What follows belongs to an exercise in optimizing a design on an open flow for small area, a short achievable clock period and few clock cycles; a production flow would make more cautious choices. No run shown here included a check of the RTL's function; only the layout flow was run. Power figures rest on the tool's default switching activity, not on a simulated workload.

`flow/flow/run.sh`:
```
#!/bin/bash
# Standard layout, with timing repair aimed below the design's period,
# small port buffers and a clock tree of smaller buffers without dummy loads.
set -euo pipefail
bash standard.sh SETUP_SLACK_MARGIN=9.9 \
  "BUFFER_PORTS_ARGS=-buffer_cell sky130_fd_sc_hd__buf_1" \
  "CTS_ARGS=-sink_clustering_enable -repair_clock_nets -dont_use_dummy_load -buf_list {sky130_fd_sc_hd__clkbuf_4 sky130_fd_sc_hd__clkbuf_8}" \
  finish > standard_flow.log 2>&1
```
`flow/standard.sh`:
```
#!/bin/bash
# synth_recipe.tcl (not shown) runs the flow's synth.tcl, then flattens the netlist and writes it again
# the make line also repeats each setting of config.mk as NAME=value (left out here)
make -C /OpenROAD-flow-scripts/flow DESIGN_CONFIG=/design/flow/config.mk WORK_HOME=/design/flow/orfs CLKGATE_MAP_FILE= SYNTH_SCRIPT=/design/flow/synth_recipe.tcl "${@:-finish}"
```
`flow/config.mk`:
```
export PLATFORM = sky130hd
export DESIGN_NAME = ir_text_tokenizer
export DESIGN_NICKNAME = ir_text_tokenizer
export VERILOG_FILES = /design/flow/design.v
export SDC_FILE = /design/flow/constraint.sdc
export NUM_CORES = 4
export LEC_CHECK = 0
export CAP_MARGIN = 20
export CORE_MARGIN = 2
export CORE_UTILIZATION = 40
export SLEW_MARGIN = 20
```
`flow/constraint.sdc`:
```
create_clock -name core_clock -period 14.0 [get_ports {aclk}]
set_input_delay 2.8000 -clock core_clock [delete_from_list [all_inputs] [get_ports {aclk}]]
set_output_delay 2.8000 -clock core_clock [all_outputs]
set_load 0.01 [all_outputs]
```
`flow/design.v`:
```
`timescale 1ns / 1ps
module ir_text_tokenizer (
    input  logic         aclk,
    input  logic         aresetn,
    input  logic         s_tvalid,
    output logic         s_tready,
    input  logic [7:0]   s_tdata,    
    input  logic         s_tuser,    
    output logic         m_tvalid,
    input  logic         m_tready,
    output logic [175:0] m_tdata,
    output logic [4:0]   m_tuser,    
    output logic         m_tlast     
);
    localparam logic [3:0] M_IDLE    = 4'd0;
    localparam logic [3:0] M_COMMENT = 4'd1;
    localparam logic [3:0] M_SEMI2   = 4'd2;
    localparam logic [3:0] M_ARROW2  = 4'd3;
    localparam logic [3:0] M_DIR     = 4'd4;
    localparam logic [3:0] M_VAL     = 4'd5;
    localparam logic [3:0] M_LAB     = 4'd6;
    localparam logic [3:0] M_IDENT   = 4'd7;
    localparam logic [3:0] M_ZERO    = 4'd8;
    localparam logic [3:0] M_DEC     = 4'd9;
    localparam logic [3:0] M_HEX     = 4'd10;
    localparam logic [4:0] K_END    = 5'd0;
    localparam logic [4:0] K_SEMI   = 5'd1;
    localparam logic [4:0] K_SEMI2  = 5'd2;
    localparam logic [4:0] K_ARROW  = 5'd3;
    localparam logic [4:0] K_COLON  = 5'd4;
    localparam logic [4:0] K_COMMA  = 5'd5;
    localparam logic [4:0] K_EQUAL  = 5'd6;
    localparam logic [4:0] K_LPAREN = 5'd7;
    localparam logic [4:0] K_RPAREN = 5'd8;
    localparam logic [4:0] K_LBRACK = 5'd9;
    localparam logic [4:0] K_RBRACK = 5'd10;
    localparam logic [4:0] K_LBRACE = 5'd11;
    localparam logic [4:0] K_RBRACE = 5'd12;
    localparam logic [4:0] K_DIR    = 5'd13;
    localparam logic [4:0] K_VAL    = 5'd14;
    localparam logic [4:0] K_LAB    = 5'd15;
    localparam logic [4:0] K_INT    = 5'd16;
    localparam logic [4:0] K_FLOAT  = 5'd17;
    localparam logic [4:0] K_IDENT  = 5'd18;
    localparam logic [4:0] K_UNEXP  = 5'd19;
    logic       iv, iend, rdy, send;
    logic [7:0] idata, sdata;
    logic       consume;             
    assign s_tready = rdy;
    always_ff @(posedge aclk) begin
        if (!aresetn) begin
            iv  <= 1'b0;
            rdy <= 1'b1;
        end else if (!iv || consume) begin
            iv  <= !rdy || s_tvalid;
            rdy <= 1'b1;
        end else if (s_tvalid && rdy) begin
            rdy <= 1'b0;
        end
    end
    always_ff @(posedge aclk) begin
        if (!iv || consume) begin
            if (!rdy) begin
                iend  <= send;
                idata <= sdata;
            end else begin
                iend  <= s_tuser;
                idata <= s_tdata;
            end
        end
        if (rdy) begin
            send  <= s_tuser;
            sdata <= s_tdata;
        end
    end
    logic        hv;                 
    logic [7:0]  c;                  
    logic [3:0]  mode;
    logic [15:0] ln, cl, of;
    logic        tv, tlast;
    logic [4:0]  tkind;
    logic [15:0] tl, tc, to, tlen;
    logic [63:0] acc;
    logic        fneg, fpoint;
    logic fire;
    assign fire = iv && (!tv || m_tready);
    logic c_digit, c_lower, c_upper, c_start, c_body, c_hex, c_ws, c_lf;
    logic c_semi, c_slash, c_minus, c_x, c_sigil, c_single;
    logic [4:0] c_kind;
    logic [3:0] c_dig;
    always_comb begin
        c_digit = (c >= 8'h30) && (c <= 8'h39);
        c_lower = (c >= 8'h61) && (c <= 8'h7A);
        c_upper = (c >= 8'h41) && (c <= 8'h5A);
        c_start = c_lower || c_upper || (c == 8'h5F);
        c_body  = c_start || c_digit || (c == 8'h2E);
        c_hex   = c_digit || ((c >= 8'h61) && (c <= 8'h66)) || ((c >= 8'h41) && (c <= 8'h46));
        c_lf    = (c == 8'h0A);
        c_ws    = (c == 8'h20) || (c == 8'h09) || (c == 8'h0D) || c_lf;
        c_semi  = (c == 8'h3B);
        c_slash = (c == 8'h2F);
        c_minus = (c == 8'h2D);
        c_x     = (c == 8'h78) || (c == 8'h58);
        c_sigil = (c == 8'h40) || (c == 8'h25) || (c == 8'h2E);
        c_single = 1'b1;
        case (c)
            8'h3A:   c_kind = K_COLON;
            8'h2C:   c_kind = K_COMMA;
            8'h3D:   c_kind = K_EQUAL;
            8'h28:   c_kind = K_LPAREN;
            8'h29:   c_kind = K_RPAREN;
            8'h5B:   c_kind = K_LBRACK;
            8'h5D:   c_kind = K_RBRACK;
            8'h7B:   c_kind = K_LBRACE;
            8'h7D:   c_kind = K_RBRACE;
            default: begin c_kind = K_UNEXP; c_single = 1'b0; end
        endcase
        c_dig = c[6] ? (c[3:0] + 4'd9) : c[3:0];    
    end
    logic n_slash, n_semi, n_gt, n_digit;
    always_comb begin
        n_slash = !iend && (idata == 8'h2F);
        n_semi  = !iend && (idata == 8'h3B);
        n_gt    = !iend && (idata == 8'h3E);
        n_digit = !iend && (idata >= 8'h30) && (idata <= 8'h39);
    end
    logic n_body, n_hex, n_x, n_dot, n_minus, n_ws, n_sigil, n_start, n_single;
    always_comb begin
        n_start  = !iend && (((idata >= 8'h61) && (idata <= 8'h7A)) ||
                             ((idata >= 8'h41) && (idata <= 8'h5A)) || (idata == 8'h5F));
        n_dot    = !iend && (idata == 8'h2E);
        n_body   = n_start || n_digit || n_dot;
        n_hex    = n_digit || (!iend && (((idata >= 8'h61) && (idata <= 8'h66)) ||
                                         ((idata >= 8'h41) && (idata <= 8'h46))));
        n_x      = !iend && ((idata == 8'h78) || (idata == 8'h58));
        n_minus  = !iend && (idata == 8'h2D);
        n_ws     = !iend && ((idata == 8'h20) || (idata == 8'h09) || (idata == 8'h0D) ||
                             (idata == 8'h0A));
        n_sigil  = !iend && ((idata == 8'h40) || (idata == 8'h25) || (idata == 8'h2E));
        case (idata)
            8'h3A, 8'h2C, 8'h3D, 8'h28, 8'h29, 8'h5B, 8'h5D, 8'h7B, 8'h7D:
                     n_single = !iend;
            default: n_single = 1'b0;
        endcase
    end
    logic is_open;
    assign is_open = mode[3] || mode[2];
    logic [4:0] open_kind;
    always_comb begin
        case (mode)
            M_DIR:    open_kind = K_DIR;
            M_VAL:    open_kind = K_VAL;
            M_LAB:    open_kind = K_LAB;
            M_IDENT:  open_kind = K_IDENT;
            M_SEMI2:  open_kind = K_SEMI2;
            M_ARROW2: open_kind = K_ARROW;
            default:  open_kind = fpoint ? K_FLOAT : K_INT;
        endcase
    end
    logic [63:0] sdec;
    logic [4:0]  kk;                 
    logic [63:0] ax, ay, au, av, pg_g, pg_p;
    logic [63:0] acc_step;
    logic        big_step;
    always_comb begin
        ax = {acc[60:0], 3'b000};
        ay = {acc[62:0], 1'b0};
        au = ax ^ ay ^ {59'd0, kk};
        av = {((ax[62:0] & ay[62:0]) | (ax[62:0] & {58'd0, kk}) | (ay[62:0] & {58'd0, kk})),
              1'b0};
        pg_g = au & av;
        pg_p = au ^ av;
        for (int d = 1; d < 64; d = d * 2)
            for (int i = 63; i >= d; i = i - 1) begin
                pg_g[i] = pg_g[i] | (pg_p[i] & pg_g[i - d]);
                pg_p[i] = pg_p[i] & pg_p[i - d];
            end
        sdec = (au ^ av) ^ {pg_g[62:0], 1'b0};
        if (mode == M_HEX) begin
            acc_step = {acc[59:0], c_dig};
            big_step = (acc[62:59] != 4'd0);
        end else begin
            acc_step = sdec;
            big_step = !acc[63] &&
                       ((acc[62:0] > 63'd922337203685477580) ||
                        ((acc[62:0] == 63'd922337203685477580) && (kk >= 5'd8)) ||
                        ((acc[62:0] == 63'd922337203685477579) && (kk == 5'd18)));
        end
    end
    logic        closeA;             
    logic        pair;               
    logic        cont;               
    logic        emitB;              
    logic [4:0]  bkind;
    logic        idle_path;          
    logic [3:0]  mode_n;
    logic        start, start_sig;   
    logic        acc_digit, num_start, point_set;
    always_comb begin
        closeA = 1'b0;
        pair = 1'b0;
        cont = 1'b0;
        emitB = 1'b0;
        bkind = K_UNEXP;
        idle_path = 1'b0;
        mode_n = mode;
        start = 1'b0;
        start_sig = 1'b0;
        acc_digit = 1'b0;
        num_start = 1'b0;
        point_set = 1'b0;
        case (mode)
            M_COMMENT: begin
                if (c_lf) mode_n = M_IDLE;
            end
            M_SEMI2, M_ARROW2: begin
                closeA = 1'b1;
                pair = 1'b1;
                mode_n = M_IDLE;
            end
            M_DIR, M_VAL, M_LAB, M_IDENT: begin
                if (c_body) cont = 1'b1;
                else begin
                    closeA = 1'b1;
                    idle_path = 1'b1;
                end
            end
            M_ZERO, M_DEC: begin
                if ((mode == M_ZERO) && c_x) begin
                    cont = 1'b1;
                    mode_n = M_HEX;
                end else if (c_digit) begin
                    cont = 1'b1;
                    mode_n = M_DEC;
                    acc_digit = !fpoint;
                end else if ((c == 8'h2E) && !fpoint && n_digit) begin
                    cont = 1'b1;
                    mode_n = M_DEC;
                    point_set = 1'b1;
                end else begin
                    closeA = 1'b1;
                    idle_path = 1'b1;
                end
            end
            M_HEX: begin
                if (c_hex) begin
                    cont = 1'b1;
                    acc_digit = 1'b1;
                end else begin
                    closeA = 1'b1;
                    idle_path = 1'b1;
                end
            end
            default: idle_path = 1'b1;
        endcase
        if (idle_path) begin
            mode_n = M_IDLE;
            if (c_ws) begin
            end else if (c_slash && n_slash) begin
                mode_n = M_COMMENT;
            end else if (c_semi) begin
                start = 1'b1;
                if (n_semi) mode_n = M_SEMI2;
                else begin emitB = 1'b1; bkind = K_SEMI; end
            end else if (c_minus && n_gt) begin
                start = 1'b1;
                mode_n = M_ARROW2;
            end else if (c_single) begin
                start = 1'b1;
                emitB = 1'b1;
                bkind = c_kind;
            end else if (c_sigil) begin
                start = 1'b1;
                start_sig = 1'b1;
                mode_n = (c == 8'h40) ? M_DIR : (c == 8'h25) ? M_VAL : M_LAB;
            end else if (c_digit || (c_minus && n_digit)) begin
                start = 1'b1;
                num_start = 1'b1;
                mode_n = (c == 8'h30) ? M_ZERO : M_DEC;
            end else if (c_start) begin
                start = 1'b1;
                mode_n = M_IDENT;
            end else begin
                start = 1'b1;
                emitB = 1'b1;
                bkind = K_UNEXP;
            end
        end
    end
    logic judge, split, closeT, emitD, loadT, advance;
    always_comb begin
        judge   = hv;
        split   = judge && closeA && start;
        closeT  = (judge && closeA) || (!hv && iend && is_open);
        emitD   = !hv && iend && !is_open;
        loadT   = (judge && !closeA && start) || emitD;
        advance = judge && !split;
        consume = fire && ((advance && !iend) || (!hv && (!iend || !is_open)));
    end
    logic       open_n, fneg_n, fpoint_n, n_closes, n_tricky, n_emits, preclose;
    logic       n2_avail, n2_end;
    logic [4:0] pkind;
    always_comb begin
        open_n   = mode_n[3] || mode_n[2];
        fneg_n   = loadT ? (num_start && c_minus) : fneg;
        fpoint_n = point_set || (fpoint && !loadT);
        case (mode_n)
            M_ZERO:  n_closes = !(n_x || n_digit || n_dot);
            M_DEC:   n_closes = !n_digit && !(n_dot && !fpoint_n);
            M_HEX:   n_closes = !n_hex;
            default: n_closes = !n_body;
        endcase
        n_tricky = n_semi || n_slash || n_minus;
        n_emits  = n_single || !(n_ws || n_sigil || n_digit || n_start || n_tricky);
        n2_avail = !rdy || s_tvalid;
        n2_end   = rdy ? s_tuser : send;
        preclose = judge && !closeA && (cont || start) && open_n && !fneg_n &&
                   (iend || (n_closes && !n_tricky && n2_avail));
        case (mode_n)
            M_DIR:   pkind = K_DIR;
            M_VAL:   pkind = K_VAL;
            M_LAB:   pkind = K_LAB;
            M_IDENT: pkind = K_IDENT;
            default: pkind = fpoint_n ? K_FLOAT : K_INT;
        endcase
    end
    logic fneg_d;
    always_comb begin
        if (loadT && num_start) fneg_d = c_minus;
        else if (loadT || (advance && point_set) || closeT) fneg_d = 1'b0;
        else fneg_d = fneg;
    end
    logic [15:0] ln_n, cl_n, of_n;
    always_comb begin
        ln_n = c_lf ? ln + {15'd0, ~&ln} : ln;
        cl_n = c_lf ? 16'd1 : cl + {15'd0, ~&cl};
        of_n = of + 16'd1;
    end
    always_ff @(posedge aclk) begin
        if (!aresetn) begin
            hv   <= 1'b0;
            mode <= M_IDLE;
            ln   <= 16'd1;
            cl   <= 16'd1;
            of   <= 16'd0;
            tv   <= 1'b0;
        end else begin
            if (fire) begin
                if (split) begin
                    mode <= M_IDLE;
                end else if (judge) begin
                    mode <= preclose ? M_IDLE : mode_n;
                    ln   <= ln_n;
                    cl   <= cl_n;
                    of   <= of_n;
                    hv   <= !iend;
                end else begin
                    if (iend) mode <= M_IDLE;
                    else hv <= 1'b1;
                end
            end
            if (fire && (closeT || (judge && emitB && !closeA) || emitD || preclose))
                tv <= 1'b1;
            else if (m_tready) tv <= 1'b0;
        end
    end
    always_ff @(posedge aclk) begin
        if (fire) begin
            if (!hv || advance) c <= idata;
            if (closeT) begin
                tkind <= open_kind;
                tlast <= hv && !iend && !emitB;
            end else if (preclose) begin
                tkind <= pkind;
                tlast <= !iend && !n2_end && !n_emits;
            end else if (loadT) begin
                tkind <= emitD ? K_END : bkind;
                tlast <= emitD || !iend;
            end
            if (loadT) begin
                tl <= ln;
                tc <= cl;
                to <= start_sig ? of_n : of;
            end
            if (loadT) tlen <= {15'd0, !emitD && !start_sig};
            else if (advance && (cont || pair)) tlen <= tlen + 16'd1;
            if (!hv || advance) kk <= {1'b0, idata[3:0]} + (fneg_d ? 5'd9 : 5'd0);
            if (loadT && num_start) begin
                fneg   <= c_minus;
                fpoint <= 1'b0;
                acc    <= c_minus ? {64{1'b1}} : {60'd0, c[3:0]};
            end else if (loadT || (advance && point_set)) begin
                fneg   <= 1'b0;
                fpoint <= point_set;
                acc    <= 64'd0;
            end else if (advance && acc_digit) begin
                acc <= big_step ? 64'h7FFFFFFFFFFFFFFF : acc_step;
            end else if (closeT) begin
                fneg <= 1'b0;
                acc  <= acc ^ {64{fneg}};
            end
        end
    end
    assign m_tvalid = tv;
    assign m_tlast  = tlast;
    assign m_tuser  = tkind;
    assign m_tdata  = {acc,
                       16'd0, tlen, 16'd0, to, 8'd0, tc, 8'd0, tl};
endmodule
```
==> out/results.txt, run 1 <==
Global-route wire length before repair = 77400 um
CP Class = reg2out
CTS clk-pin slew, worst paths = 0.05 ns
Setup_tns = 0 ns
Post-Syn Instances = 1942
Fmax achieved = 243 MHz
DRT Pass-1 Iters = 5
Top FF cell, synth = edfxtp_1
Relative slew slack = 26.0%
Total number of vias = 15300
Total CTS buffers = 42
Final total power = 1940 uW
Max cap viols = 0
Vias in the first global route = 14500
Overflow after GRT = 0
Fin crit period = 4.12 ns
Initial core utilization = 40.3%
Final worst path period share = 29.4%
Main area contributors after synthesis = edfxtp_1 (27%), ha_1 (9.8%), dfxtp_1 (7.5%)
Final Hold Viols = 0
Worst slew pin tran = 1.11 ns
Leakage = 0.00757 uW
Pwr per Cell Area = 98.1 mW/mm^2
Hold Path Class = reg2reg
CTS tree = built
IO Pins = 197
Final setup fails = 0
Initial antenna violation count = 0
Die height = 212 um
Design Area, Final = 0.0198 sq mm
H-tree depth = 2
Die area = 0.0448 sq mm
WP data required = 11.20 ns
Vias per cell = 5.70
Seq/Total Area, Yosys = 35.0%
Post-synthesis cell type count = 96
Clock Sinks = 223
Area Overhead vs Synth = 14.8%
Commonest non-fill, non-tap cell in the layout = nand2_1
Final nets = 2297
Synth warnings = 1
Worst Path Arrival = 1.32 ns
Layout cell share with drive strength beyond 1 = 12.2%
Root Driver = clkbuf_8
Setup crit start kind = flop
Yosys top cell area share = 27.5%
DRT Wirelength = 49700 um
Antenna Nets Post-Route = 0
Asr flop ratio synth = 0%
Placeable core area = 0.0428 sq mm
Row count = 76
Longest Clk Path Bufs = 3
Peak supply drop = 0.0577 mV
RSZ-0062 raised after global routing = yes
Wirelength per Cell = 18.5 um
CP Capture Type = output pin
Avg Cell Area, Syn = 8.88 sq um
DR DRC count = 0
Number of flops mapped to enable cells by yosys = 158
Final setup skew = 0.0695 ns
Port bufs = 148
Final Slew Violations = 0
Synthesized flop and latch total = 223
Clk latency of the worst-skew pair = 0.60 ns
Largest net degree at the start of global routing = 77
GRT Util Overall = 21.5%
DR iter-0 viols = 1077
Status = finished clean
Post-DP Area = 0.0181 sq mm
Area leader, netlist = edfxtp_1
Most frequent cells in the layout = nand2_1 (188), a21oi_1 (170), edfxtp_1 (158), nor2_1 (157), buf_1 (143)
Hold buffers post-CTS = 0
Chip width = 212 um
Cell Area, Synth = 0.0173 sq mm
Routability cong. = 0.918
CP max FO = 4
Antenna cells = 0
HPWL Detailed = 34100 um
[power by group]
part	total, uW	switching [uW]	internal, uW
clock	521	258	263
combinational	623	371	252
sequential	798	39.5	759
total	1940	669	1270
[critical path: stages, from the launching register on]
cell and delay (ns):
edfxtp_1 0.47, buf_6 0.18, buf_6 0.11
[state kept, by name (all words and copies together), names as in the netlist, 4 cells and up]
signal,flops
of,16
ln,16
tc,16
to,16
c,8
mode,4
sdata,8
tlen,16
tl,16
kk,5
acc,64
cl,16
idata,8
tkind,5
[Yosys cell counts, drive strengths merged, types with 41 or more instances]
| library cell | n |
|---|---|
| a21o | 41 |
| dfxtp | 65 |
| nor2 | 162 |
| nand3 | 55 |
| o21ai | 113 |
| edfxtp | 158 |
| buf | 61 |
| ha | 135 |
| clkbuf | 90 |
| xnor2 | 71 |
| xor2 | 113 |
| a21oi | 172 |
| a211oi | 43 |
| nand2 | 192 |
[metal layers]
layer	GRT usage (%)	vias up	part of all wire, %
li1	-	7452	-
met1	28.9	7271	45
met2	34.3	503	46
met3	3.78	111	5.8
met4	8.91	0	3.7
met5	0	-	0
[final timing paths]
path / from / slack (ns) / cells past startpoint / endpoint
max reg2reg: c[0] / 10.00 / 12 / tkind[4]
min reg2reg: cl[4] / 0.48 / 0 / tc[4]
max: acc[3] / 9.88 / 2 / m_tdata[115]
min: cl[4] / 0.48 / 0 / tc[4]
[cell type report]
type	instances	area [sq um]
multi-input cells	1585	10900
inverters	30	113
flip-flops and latches	223	6050
repair buffers	264	1530
fillers	4178	23000
well taps	546	683
clock buffers	42	578
[metrics by stage]
| stage | hold slack [ns] | utilization, % | cells | setup slack (ns) |
|---|---|---|---|---|
| floorplan | 0.424 | - | 1989 | 9.38 |
| global placement | 0.462 | 42.2 | 2545 | 9.16 |
| detailed placement | 0.456 | 42.2 | 2545 | 9.06 |
| CTS | 0.477 | 44.7 | 2632 | 9.75 |
| global route | 0.494 | 46.3 | 2690 | 9.84 |
| finish | 0.477 | 46.3 | 2690 | 9.88 |
[kinds of logic after synthesis]
kind of cell,share of synthesized area [%]
AOI/OAI and AO/OA,20.1
other,0.0217
buffers and inverters,5.16
and+or+nand+nor,18.7
DFF,35.0
muxes,1.49
adders and majority gates,10.1
xor gates and xnor gates,9.34
[repair_timing]
| action | CTS | global route |
|---|---|---|
| setup endpoints to repair | 145 | 206 |
| pin swaps | 6 | 14 |
| cloned | 0 | 0 |
| resized for setup | 27 | 62 |
| setup buffers | 45 | 58 |
==> inputs of run 2 (changes only) <==
--- a/flow/flow/run.sh
+++ b/flow/flow/run.sh
@@ -3,5 +3,5 @@
 # small port buffers and a clock tree of smaller buffers without dummy loads.
 set -euo pipefail
-bash standard.sh SETUP_SLACK_MARGIN=9.9 \
+bash standard.sh SETUP_SLACK_MARGIN=10.2 \
   "BUFFER_PORTS_ARGS=-buffer_cell sky130_fd_sc_hd__buf_1" \
   "CTS_ARGS=-sink_clustering_enable -repair_clock_nets -dont_use_dummy_load -buf_list {sky130_fd_sc_hd__clkbuf_4 sky130_fd_sc_hd__clkbuf_8}" \
==> out/results.txt, run 2 <==
Reg2Reg Setup Slack = 10.00 ns (about the same)
Final Slew Violations = 0 (unchanged)
Pwr per Cell Area = 94.6 mW/mm^2 (was 98.1 mW/mm^2)
Top FF cell, synth = edfxtp_1 (unchanged)
Reg-to-reg startpoint = acc[1] (was c[0])
Hold path start = sdata[4] (was cl[4])
Layout cell share with drive strength beyond 1 = 24.0% (was 12.2%)
Post-Syn Instances = 1942 (unchanged)
Area Overhead vs Synth = 23.2% (was 14.8%)
Fin crit period = 4.15 ns (was 4.12 ns)
Wirelength per Cell = 19.8 um (was 18.5 um)
Max reg flops = 64 (unchanged)
Max cap viols = 0 (unchanged)
Avg Cell Area, Syn = 8.88 sq um (unchanged)
Post-DP Area = 0.0181 sq mm (about the same)
Clk latency of the worst-skew pair = 0.57 ns (was 0.60 ns)
DRT Wirelength = 55000 um (was 49700 um)
Slowest CP cell = edfxtp_1 (unchanged)
Number of flops mapped to enable cells by yosys = 158 (unchanged)
Hold buffers post-CTS = 0 (unchanged)
Row count = 76 (unchanged)
IO Pins = 197 (unchanged)
Root Driver = clkbuf_8 (unchanged)
Final Hold Viols = 0 (unchanged)
Die height = 212 um (unchanged)
Cell Area, Synth = 0.0173 sq mm (unchanged)
Status = finished clean (unchanged)
Total number of vias = 16000 (was 15300)
Synth cell count leaders = nand2_1 (191), a21oi_1 (172), nor2_1 (160) (unchanged)
Final worst path period share = 29.6% (was 29.4%)
R2R depth = 15 (was 12)
DR DRC count = 0 (unchanged)
Design Area, Final = 0.0213 sq mm (was 0.0198 sq mm)
Antenna Nets Post-Route = 0 (unchanged)
Total CTS buffers = 40 (was 42)
Relative slew slack = 34.5% (was 26.0%)
Peak supply drop = 0.0626 mV (was 0.0577 mV)
Most common cell in the synthesized netlist = nand2_1 (unchanged)
Worst path cell trace = buf_4 > buf_6 (was buf_6 > buf_6)
CP Capture Type = output pin (unchanged)
RR Endpoint = acc[62] (was tkind[4])
CP max FO = 4 (unchanged)
Asr flop ratio synth = 0% (unchanged)
DRT Pass-1 Iters = 5 (unchanged)
Longest Clk Path Bufs = 3 (unchanged)
H-tree depth = 2 (unchanged)
Vias per cell = 5.76 (was 5.70)
CP Class = reg2out (unchanged)
Largest Register = acc (unchanged)
Seq/Total Area, Yosys = 35.0% (unchanged)
Leakage = 0.00853 uW (was 0.00757 uW)
Commonest non-fill, non-tap cell in the layout = nand2_1 (unchanged)
Placeable core area = 0.0428 sq mm (unchanged)
Setup_tns = 0 ns (unchanged)
GRT Util Overall = 23.4% (was 21.5%)
Hold Path Class = reg2reg (unchanged)
Synth warnings = 1 (unchanged)
Overflow after GRT = 0 (unchanged)
Initial antenna violation count = 1 (was 0)
Largest net degree at the start of global routing = 77 (unchanged)
Final setup fails = 0 (unchanged)
Yosys top cell area share = 27.5% (unchanged)
Vias in the first global route = 15000 (was 14500)
Sequential cell area = 0.00605 sq mm (about the same)
Routability cong. = 0.908 (was 0.918)
WHS Endpoint = sdata[4] (was tc[4])
Synthesized flop and latch total = 223 (unchanged)
Crit path largest cell delay = 0.49 ns (was 0.47 ns)
Worst slew pin tran = 0.981 ns (was 1.11 ns)
Setup crit start kind = flop (unchanged)
Final setup skew = 0.0518 ns (was 0.0695 ns)
Die area = 0.0448 sq mm (unchanged)
Area leader, netlist = edfxtp_1 (unchanged)
Worst hold stages = 1 (was 0)
Final nets = 2380 (was 2297)
Initial core utilization = 40.3% (unchanged)
RSZ-0062 raised after global routing = yes (unchanged)
Multi-input logic area = 0.0114 sq mm (was 0.0109 sq mm)
HPWL Detailed = 34900 um (was 34100 um)
Main area contributors after synthesis = edfxtp_1 (27%), ha_1 (9.8%), dfxtp_1 (7.5%) (unchanged)
Clock Sinks = 223 (unchanged)
Most frequent cells in the layout = nand2_1 (185), buf_4 (173), a21oi_1 (165), edfxtp_1 (158), nor2_1 (151) (was nand2_1 (188), a21oi_1 (170), edfxtp_1 (158), nor2_1 (157), buf_1 (143))
Port bufs = 148 (unchanged)
Chip width = 212 um (unchanged)
DR iter-0 viols = 1514 (was 1077)
Antenna cells = 0 (unchanged)
Fmax achieved = 241 MHz (was 243 MHz)
Filler instances = 4081 (was 4178)
CTS tree = built (unchanged)
Worst Path Arrival = 1.35 ns (was 1.32 ns)
WP data required = 11.20 ns (about the same)
CTS clk-pin slew, worst paths = 0.06 ns (was 0.05 ns)
Fin util = 49.7% (was 46.3%)
Global-route wire length before repair = 83100 um (was 77400 um)
Post-synthesis cell type count = 96 (unchanged)
-- run 2: what timing repair did --
item / CTS / global route
endpoints found under the hold margin: 0 / 0
resized for setup: 116 / 213
endpoints found under the setup margin: 370 / 283
pin swaps: 29 / 43
setup buffers: 130 / 51
gates cloned: 4 / 2
-- run 2: cell type report --
cell class	count	area share, %
well taps	546	3.21
multi-input cells	1587	53.6
flip-flops and latches	223	28.5
repair buffers	347	11.7
inverters	30	0.530
clock buffers	40	2.59
-- run 2: worst max path at each step --
stage          startpoint      endpoint  slack [ns]  cells past startpoint
6_report           acc[2]  m_tdata[114]        9.85                      2
5_1_grt            acc[2]  m_tdata[114]        9.80                      2
4_1_cts            acc[2]  m_tdata[114]        9.95                      1
3_5_place_dp     m_tready      idata[5]        9.08                      6
3_3_place_gp     m_tready      tlen[10]        9.17                      7
2_1_floorplan    m_tready        acc[0]        9.38                      4
-- run 2: routing by layer --
layer	vias to the layer above	wire (um)	global-route usage, %
met4	4	1770	8.16
li1	7614	-	-
met1	7733	23700	30.8
met2	521	25900	38.3
met3	108	3590	4.51
met5	-	63	0.779
-- run 2: logic make-up (layout without fill, tap and decap cells) --
group                    Yosys count  after routing  synth area share [%]
adder cells (fa/ha/maj)          138            138                  10.1
buffers and inverters            181            417                  5.16
other                              1             48                0.0217
XOR/XNOR                         184            184                  9.34
AND/OR/NAND/NOR                  647            648                  18.7
multiplexers                      24             24                  1.49
AO/OA/AOI/OAI                    544            545                  20.1
flip-flops                       223            223                  35.0
-- run 2: power by group --
| part | switching (uW) | internal (uW) |
|---|---|---|
| Sequential | 33.0 | 758 |
| Clock | 253 | 251 |
| Combinational | 418 | 298 |
| Total | 704 | 1310 |
-- run 2: metrics by stage --
| stage | hold WS, ns | cells | power [uW] | worst slack, ns |
|---|---|---|---|---|
| 5_1_grt | 0.496 | 2773 | 2120 | 9.80 |
| 2_1_floorplan | 0.424 | 1989 | 1240 | 9.38 |
| 3_3_place_gp | 0.461 | 2545 | 1370 | 9.17 |
| 6_report | 0.480 | 2773 | 2010 | 9.85 |
| 4_1_cts | 0.483 | 2719 | 1960 | 9.95 |
| 3_5_place_dp | 0.463 | 2545 | 1370 | 9.08 |
-- run 2: worst max-delay path: cells and delay by family, from the launching register on --
family   cells  cell delay (ns)
buf+inv      2             0.31
flops        1             0.49
==> inputs of run 3 (changes only) <==
--- a/flow/design.v
+++ b/flow/design.v
@@ -158,28 +158,33 @@
         endcase
     end
-    logic [63:0] sdec;
-    logic [4:0]  kk;                 
-    logic [63:0] ax, ay, au, av, pg_g, pg_p;
+    logic [66:0] sdec;
+    logic [4:0]  kk;
+    logic [66:0] ax, ay, au, av, pg_g, pg_p;
     logic [63:0] acc_step;
     logic        big_step;
     always_comb begin
-        ax = {acc[60:0], 3'b000};
-        ay = {acc[62:0], 1'b0};
-        au = ax ^ ay ^ {59'd0, kk};
-        av = {((ax[62:0] & ay[62:0]) | (ax[62:0] & {58'd0, kk}) | (ay[62:0] & {58'd0, kk})),
-              1'b0};
+        kk = fneg ? {1'b0, c[3:0]} + 5'd9 : {1'b0, c[3:0]};
+        ax = {acc, 3'b000};
+        ay = {2'b00, acc, 1'b0};
+        au = ax ^ ay ^ {62'd0, kk};
+        av = {((ax & ay) | (ax & {62'd0, kk}) | (ay & {62'd0, kk})), 1'b0};
         pg_g = au & av;
         pg_p = au ^ av;
-        for (int d = 1; d < 64; d = d * 2)
-            for (int i = 63; i >= d; i = i - 1) begin
+        for (int d = 1; d < 67; d = d * 2)
+            for (int i = 2 * d - 1; i < 67; i = i + 2 * d) begin
                 pg_g[i] = pg_g[i] | (pg_p[i] & pg_g[i - d]);
                 pg_p[i] = pg_p[i] & pg_p[i - d];
             end
-        sdec = (au ^ av) ^ {pg_g[62:0], 1'b0};
+        for (int d = 32; d >= 1; d = d / 2)
+            for (int i = 3 * d - 1; i < 67; i = i + 2 * d) begin
+                pg_g[i] = pg_g[i] | (pg_p[i] & pg_g[i - d]);
+                pg_p[i] = pg_p[i] & pg_p[i - d];
+            end
+        sdec = (au ^ av) ^ {pg_g[65:0], 1'b0};
         if (mode == M_HEX) begin
             acc_step = {acc[59:0], c_dig};
             big_step = (acc[62:59] != 4'd0);
         end else begin
-            acc_step = sdec;
+            acc_step = sdec[63:0];
             big_step = !acc[63] &&
                        ((acc[62:0] > 63'd922337203685477580) ||
@@ -325,10 +330,4 @@
         endcase
     end
-    logic fneg_d;
-    always_comb begin
-        if (loadT && num_start) fneg_d = c_minus;
-        else if (loadT || (advance && point_set) || closeT) fneg_d = 1'b0;
-        else fneg_d = fneg;
-    end
     logic [15:0] ln_n, cl_n, of_n;
     always_comb begin
@@ -365,4 +364,19 @@
         end
     end
+    logic        acc_en, acc_sum;
+    logic [63:0] acc_alt, acc_d;
+    always_comb begin
+        acc_en  = loadT || (advance && (point_set || acc_digit)) || closeT;
+        acc_sum = advance && acc_digit && !big_step && (mode != M_HEX);
+        if (loadT && num_start)
+            acc_alt = c_minus ? {64{1'b1}} : {60'd0, c[3:0]};
+        else if (loadT || (advance && point_set))
+            acc_alt = 64'd0;
+        else if (advance && acc_digit)
+            acc_alt = big_step ? 64'h7FFFFFFFFFFFFFFF : {acc[59:0], c_dig};
+        else
+            acc_alt = acc ^ {64{fneg}};    
+        acc_d = acc_sum ? sdec[63:0] : acc_alt;
+    end
     always_ff @(posedge aclk) begin
         if (fire) begin
@@ -385,19 +399,14 @@
             if (loadT) tlen <= {15'd0, !emitD && !start_sig};
             else if (advance && (cont || pair)) tlen <= tlen + 16'd1;
-            if (!hv || advance) kk <= {1'b0, idata[3:0]} + (fneg_d ? 5'd9 : 5'd0);
             if (loadT && num_start) begin
                 fneg   <= c_minus;
                 fpoint <= 1'b0;
-                acc    <= c_minus ? {64{1'b1}} : {60'd0, c[3:0]};
             end else if (loadT || (advance && point_set)) begin
                 fneg   <= 1'b0;
                 fpoint <= point_set;
-                acc    <= 64'd0;
-            end else if (advance && acc_digit) begin
-                acc <= big_step ? 64'h7FFFFFFFFFFFFFFF : acc_step;
-            end else if (closeT) begin
+            end else if (closeT && !(advance && acc_digit)) begin
                 fneg <= 1'b0;
-                acc  <= acc ^ {64{fneg}};
             end
+            if (acc_en) acc <= acc_d;
         end
     end
--- a/flow/flow/run.sh
+++ b/flow/flow/run.sh
@@ -3,5 +3,5 @@
 # small port buffers and a clock tree of smaller buffers without dummy loads.
 set -euo pipefail
-bash standard.sh SETUP_SLACK_MARGIN=10.2 \
+bash standard.sh SETUP_SLACK_MARGIN=9.5 \
   "BUFFER_PORTS_ARGS=-buffer_cell sky130_fd_sc_hd__buf_1" \
   "CTS_ARGS=-sink_clustering_enable -repair_clock_nets -dont_use_dummy_load -buf_list {sky130_fd_sc_hd__clkbuf_4 sky130_fd_sc_hd__clkbuf_8}" \
==> out/results.txt, run 3 <==
Status = finished clean (unchanged)
Longest Clk Path Bufs = 3 (unchanged)
Fin crit period = 4.81 ns (was 4.15 ns)
Overflow after GRT = 0 (unchanged)
Post-synthesis cell type count = 86 (was 96)
Layout cell share with drive strength beyond 1 = 11.3% (was 24.0%)
HPWL Detailed = 28100 um (was 34900 um)
Commonest non-fill, non-tap cell in the layout = edfxtp_1 (was nand2_1)
CTS tree = built (unchanged)
Antenna Nets Post-Route = 0 (unchanged)
Post-DP Area = 0.0173 sq mm (was 0.0181 sq mm)
Antenna cells = 0 (unchanged)
Routability cong. = 0.885 (was 0.908)
RSZ-0062 raised after global routing = yes (unchanged)
RR Endpoint = acc[63] (was acc[62])
Reg2Reg Setup Slack = 9.19 ns (was 10.00 ns)
R2R depth = 22 (was 15)
Setup_tns = 0 ns (unchanged)
CP Capture Type = flop (was output pin)
Max cap viols = 0 (unchanged)
Seq/Total Area, Yosys = 36.0% (was 35.0%)
DRT Pass-1 Iters = 7 (was 5)
Fin util = 45.4% (was 49.7%)
Largest net degree at the start of global routing = 86 (was 77)
CP max FO = 4 (unchanged)
Design Area, Final = 0.0185 sq mm (was 0.0213 sq mm)
Initial antenna violation count = 0 (was 1)
Main area contributors after synthesis = edfxtp_1 (28%), ha_1 (9.9%), dfxtp_1 (7.9%) (was edfxtp_1 (27%), ha_1 (9.8%), dfxtp_1 (7.5%))
Final total power = 1780 uW (was 2010 uW)
Yosys top cell area share = 28.0% (was 27.5%)
Max reg flops = 64 (unchanged)
Worst Setup EP = acc[63] (was m_tdata[114])
Post-Syn Instances = 1683 (was 1942)
Leakage = 0.00704 uW (was 0.00853 uW)
Placeable core area = 0.0406 sq mm (was 0.0428 sq mm)
Clock Sinks = 218 (was 223)
PnR worst setup slack = 9.19 ns (was 9.85 ns)
Top FF cell, synth = edfxtp_1 (unchanged)
Number of flops mapped to enable cells by yosys = 153 (was 158)
Die area = 0.0426 sq mm (was 0.0448 sq mm)
Root Driver = clkbuf_8 (unchanged)
Most common cell in the synthesized netlist = edfxtp_1 (was nand2_1)
Setup crit start kind = flop (unchanged)
Chip width = 206 um (was 212 um)
DR DRC count = 0 (unchanged)
Port bufs = 148 (unchanged)
Filler instances = 3890 (was 4081)
Vias per cell = 5.56 (was 5.76)
CTS clk-pin slew, worst paths = 0.07 ns (was 0.06 ns)
Final Slew Violations = 0 (unchanged)
GRT Util Overall = 19.7% (was 23.4%)
Pwr per Cell Area = 96.3 mW/mm^2 (was 94.6 mW/mm^2)
Most frequent cells in the layout = edfxtp_1 (153), buf_1 (148), ha_1 (126), xor2_1 (119), nand2_1 (109) (was nand2_1 (185), buf_4 (173), a21oi_1 (165), edfxtp_1 (158), nor2_1 (151))
Largest Register = acc (unchanged)
Synthesized flop and latch total = 218 (was 223)
CP Class = reg2reg (was reg2out)
Crit path from = c[1] (was acc[2])
Crit path largest cell delay = 0.53 ns (was 0.49 ns)
Initial core utilization = 40.3% (about the same)
Final setup skew = 0.0537 ns (was 0.0518 ns)
Worst slew pin tran = 0.946 ns (was 0.981 ns)
Wirelength per Cell = 18.0 um (was 19.8 um)
Final Hold Viols = 0 (unchanged)
Slowest CP cell = fa_1 (was edfxtp_1)
Area leader, netlist = edfxtp_1 (unchanged)
Worst path cell trace = buf_6 > and3_4 > nor2_4 > xnor2_2 > fa_1 > inv_2 > fa_2 > nand3_2 > a21oi_2 > o211ai_1 > buf_4 > nand4_1 > a31oi_4 > or4_4 > a31oi_4 > or4_4 > a31o_4 > a21oi_4 > fa_2 > xnor2_2 > xnor2_1 > o211ai_1 (was buf_4 > buf_6)
Global-route wire length before repair = 67800 um (was 83100 um)
Synth warnings = 1 (unchanged)
Final nets = 2017 (was 2380)
Final setup fails = 0 (unchanged)
Clk latency of the worst-skew pair = 0.57 ns (about the same)
Area Overhead vs Synth = 12.5% (was 23.2%)
Avg Cell Area, Syn = 9.74 sq um (was 8.88 sq um)
Fmax achieved = 208 MHz (was 241 MHz)
Synth cell count leaders = edfxtp_1 (153), ha_1 (130), xor2_1 (120) (was nand2_1 (191), a21oi_1 (172), nor2_1 (160))
DRT Wirelength = 42600 um (was 55000 um)
WP data required = 14.21 ns (was 11.20 ns)
H-tree depth = 2 (unchanged)
DR iter-0 viols = 755 (was 1514)
Post-place setup slack = 8.33 ns (was 9.08 ns)
Reg-to-reg startpoint = c[1] (was acc[1])
Total CTS buffers = 40 (unchanged)
IO Pins = 197 (unchanged)
Worst Path Arrival = 5.02 ns (was 1.35 ns)
Total number of vias = 13200 (was 16000)
Asr flop ratio synth = 0% (unchanged)
Relative slew slack = 37.0% (was 34.5%)
Final worst path period share = 34.3% (was 29.6%)
Peak supply drop = 0.0438 mV (was 0.0626 mV)
Cell Area, Synth = 0.0164 sq mm (was 0.0173 sq mm)
Vias in the first global route = 12800 (was 15000)
Hold Path Class = reg2reg (unchanged)
Die height = 206 um (was 212 um)
Row count = 74 (was 76)
==> run 3: cell types whose count changed after synthesis, moves of 27 or more <==
cell       delta
fa_1         +30
a21oi_1     -105
nand2b_1     +50
a211oi_1     -32
o21ai_0      -58
o2111ai_1    +59
nand2_1      -78
clkbuf_1     -29
inv_1        +68
a21o_1       -27
nor2_1       -60
==> run 3: how the worst min path moves through the flow <==
stage                      start      to  cells past startpoint
after global placement    cl[12]  tc[12]                      0
after detailed placement  cl[12]  tc[12]                      0
after CTS                 cl[12]  tc[12]                      0
final                     cl[12]  tc[12]                      0
after floorplan           cl[12]  tc[12]                      0
after global routing       ln[9]   tl[9]                      0
==> run 3: cell type report <==
cell class	instances	area, sq um	share of cell area (%)
Clock buffer	40	551	2.98
Inverter	99	377	2.04
Multi-Input combinational cell	1283	9960	54.0
Sequential cell	218	5900	32.0
Tap cell	532	666	3.61
Timing Repair Buffer	199	1010	5.46
==> run 3: per-layer routing <==
metal / track usage, % / wire length [um] / vias to the layer above
met1: 25.5 / 18700 / 6398
li1: - / - / 6332
met4: 6.48 / 939 / 0
met5: 0 / 0 / -
met3: 2.55 / 2260 / 67
met2: 34.0 / 20700 / 389
==> run 3: kinds of logic (layout without fill, tap and decap cells) <==
group                      after synthesis  count (layout)  share of synthesized area [%]
buffers and inverters                  231             338                           6.71
DFF                                    218             218                           36.0
muxes                                   21              21                           1.38
xor gates and xnor gates               169             169                           9.03
other                                    1              48                         0.0229
and+or+nand+nor                        520             522                           16.7
AOI/OAI and AO/OA                      360             360                           16.3
adders and majority gates              163             163                           13.9
==> run 3: stage by stage <==
step | hold slack [ns] | instances
after floorplan | 0.432 | 1730
after global placement | 0.459 | 2290
after detailed placement | 0.458 | 2290
after CTS | 0.471 | 2354
after global routing | 0.480 | 2371
final | 0.469 | 2371
==> run 3: what timing repair did <==
item / 4_1_cts / 5_1_grt
gates resized for setup: 25 / 37
gates cloned: 3 / 0
pin swaps: 14 / 28
buffers inserted: 21 / 17
endpoints found under the setup margin: 70 / 84
hold buffers: 0 / 0
==> run 3: power by group <==
| part | switching, uW | leakage (uW) | internal (uW) |
|---|---|---|---|
| logic | 282 | 0.00480 | 201 |
| registers | 57.2 | 0.00195 | 744 |
| clock network | 243 | 0.000288 | 251 |
| total | 581 | 0.00704 | 1200 |
==> run 3: worst max-delay path, delay by kind of cell (launching register included) <==
family | cells | cell delay [ns]
AOI/OAI and AO/OA | 7 | 1.03
adders and majority gates | 3 | 1.10
DFF | 1 | 0.48
buffers and inverters | 3 | 0.35
xor gates and xnor gates | 3 | 0.34
and+or+nand+nor | 6 | 1.14

-- static timing again, ports no longer ideal --
The results above use ideal ports. As a check the final layouts listed here were re-extracted and re-timed, cells and wires unchanged.
Step 1, drivers: a clkbuf_16 drives aclk and a buf_2 each remaining input, both assumed.
Step 2 also shifts input and output timing later by t, the mid clock arrival at the registers, as if the neighbouring blocks saw the same clock.
Slacks: no drivers / after step 1 / after step 2; pairs: no drivers / after step 1.
| run | t (ns) | setup slack, ns | hold WS [ns] | worst setup path after step 2 | slew at the worst register clock pin (ns) |
|---|---|---|---|---|---|
| run 1 | 0.621 | 9.884 / 9.832 / 9.368 | 0.477 / 0.477 / 0.477 | input to register | 0.06 / 0.06 |
| run 2 | 0.595 | 9.850 / 9.799 / 9.645 | 0.480 / 0.480 / 0.480 | input to register | 0.06 / 0.06 |
| run 3 | 0.589 | 9.192 / 9.192 / 9.192 | 0.469 / 0.469 / 0.469 | register to register | 0.07 / 0.07 |
After both steps every run listed still meets setup and hold. The setup slack of run 1, which loses most, moves by -0.052 ns with the drivers and by -0.516 ns with both steps.
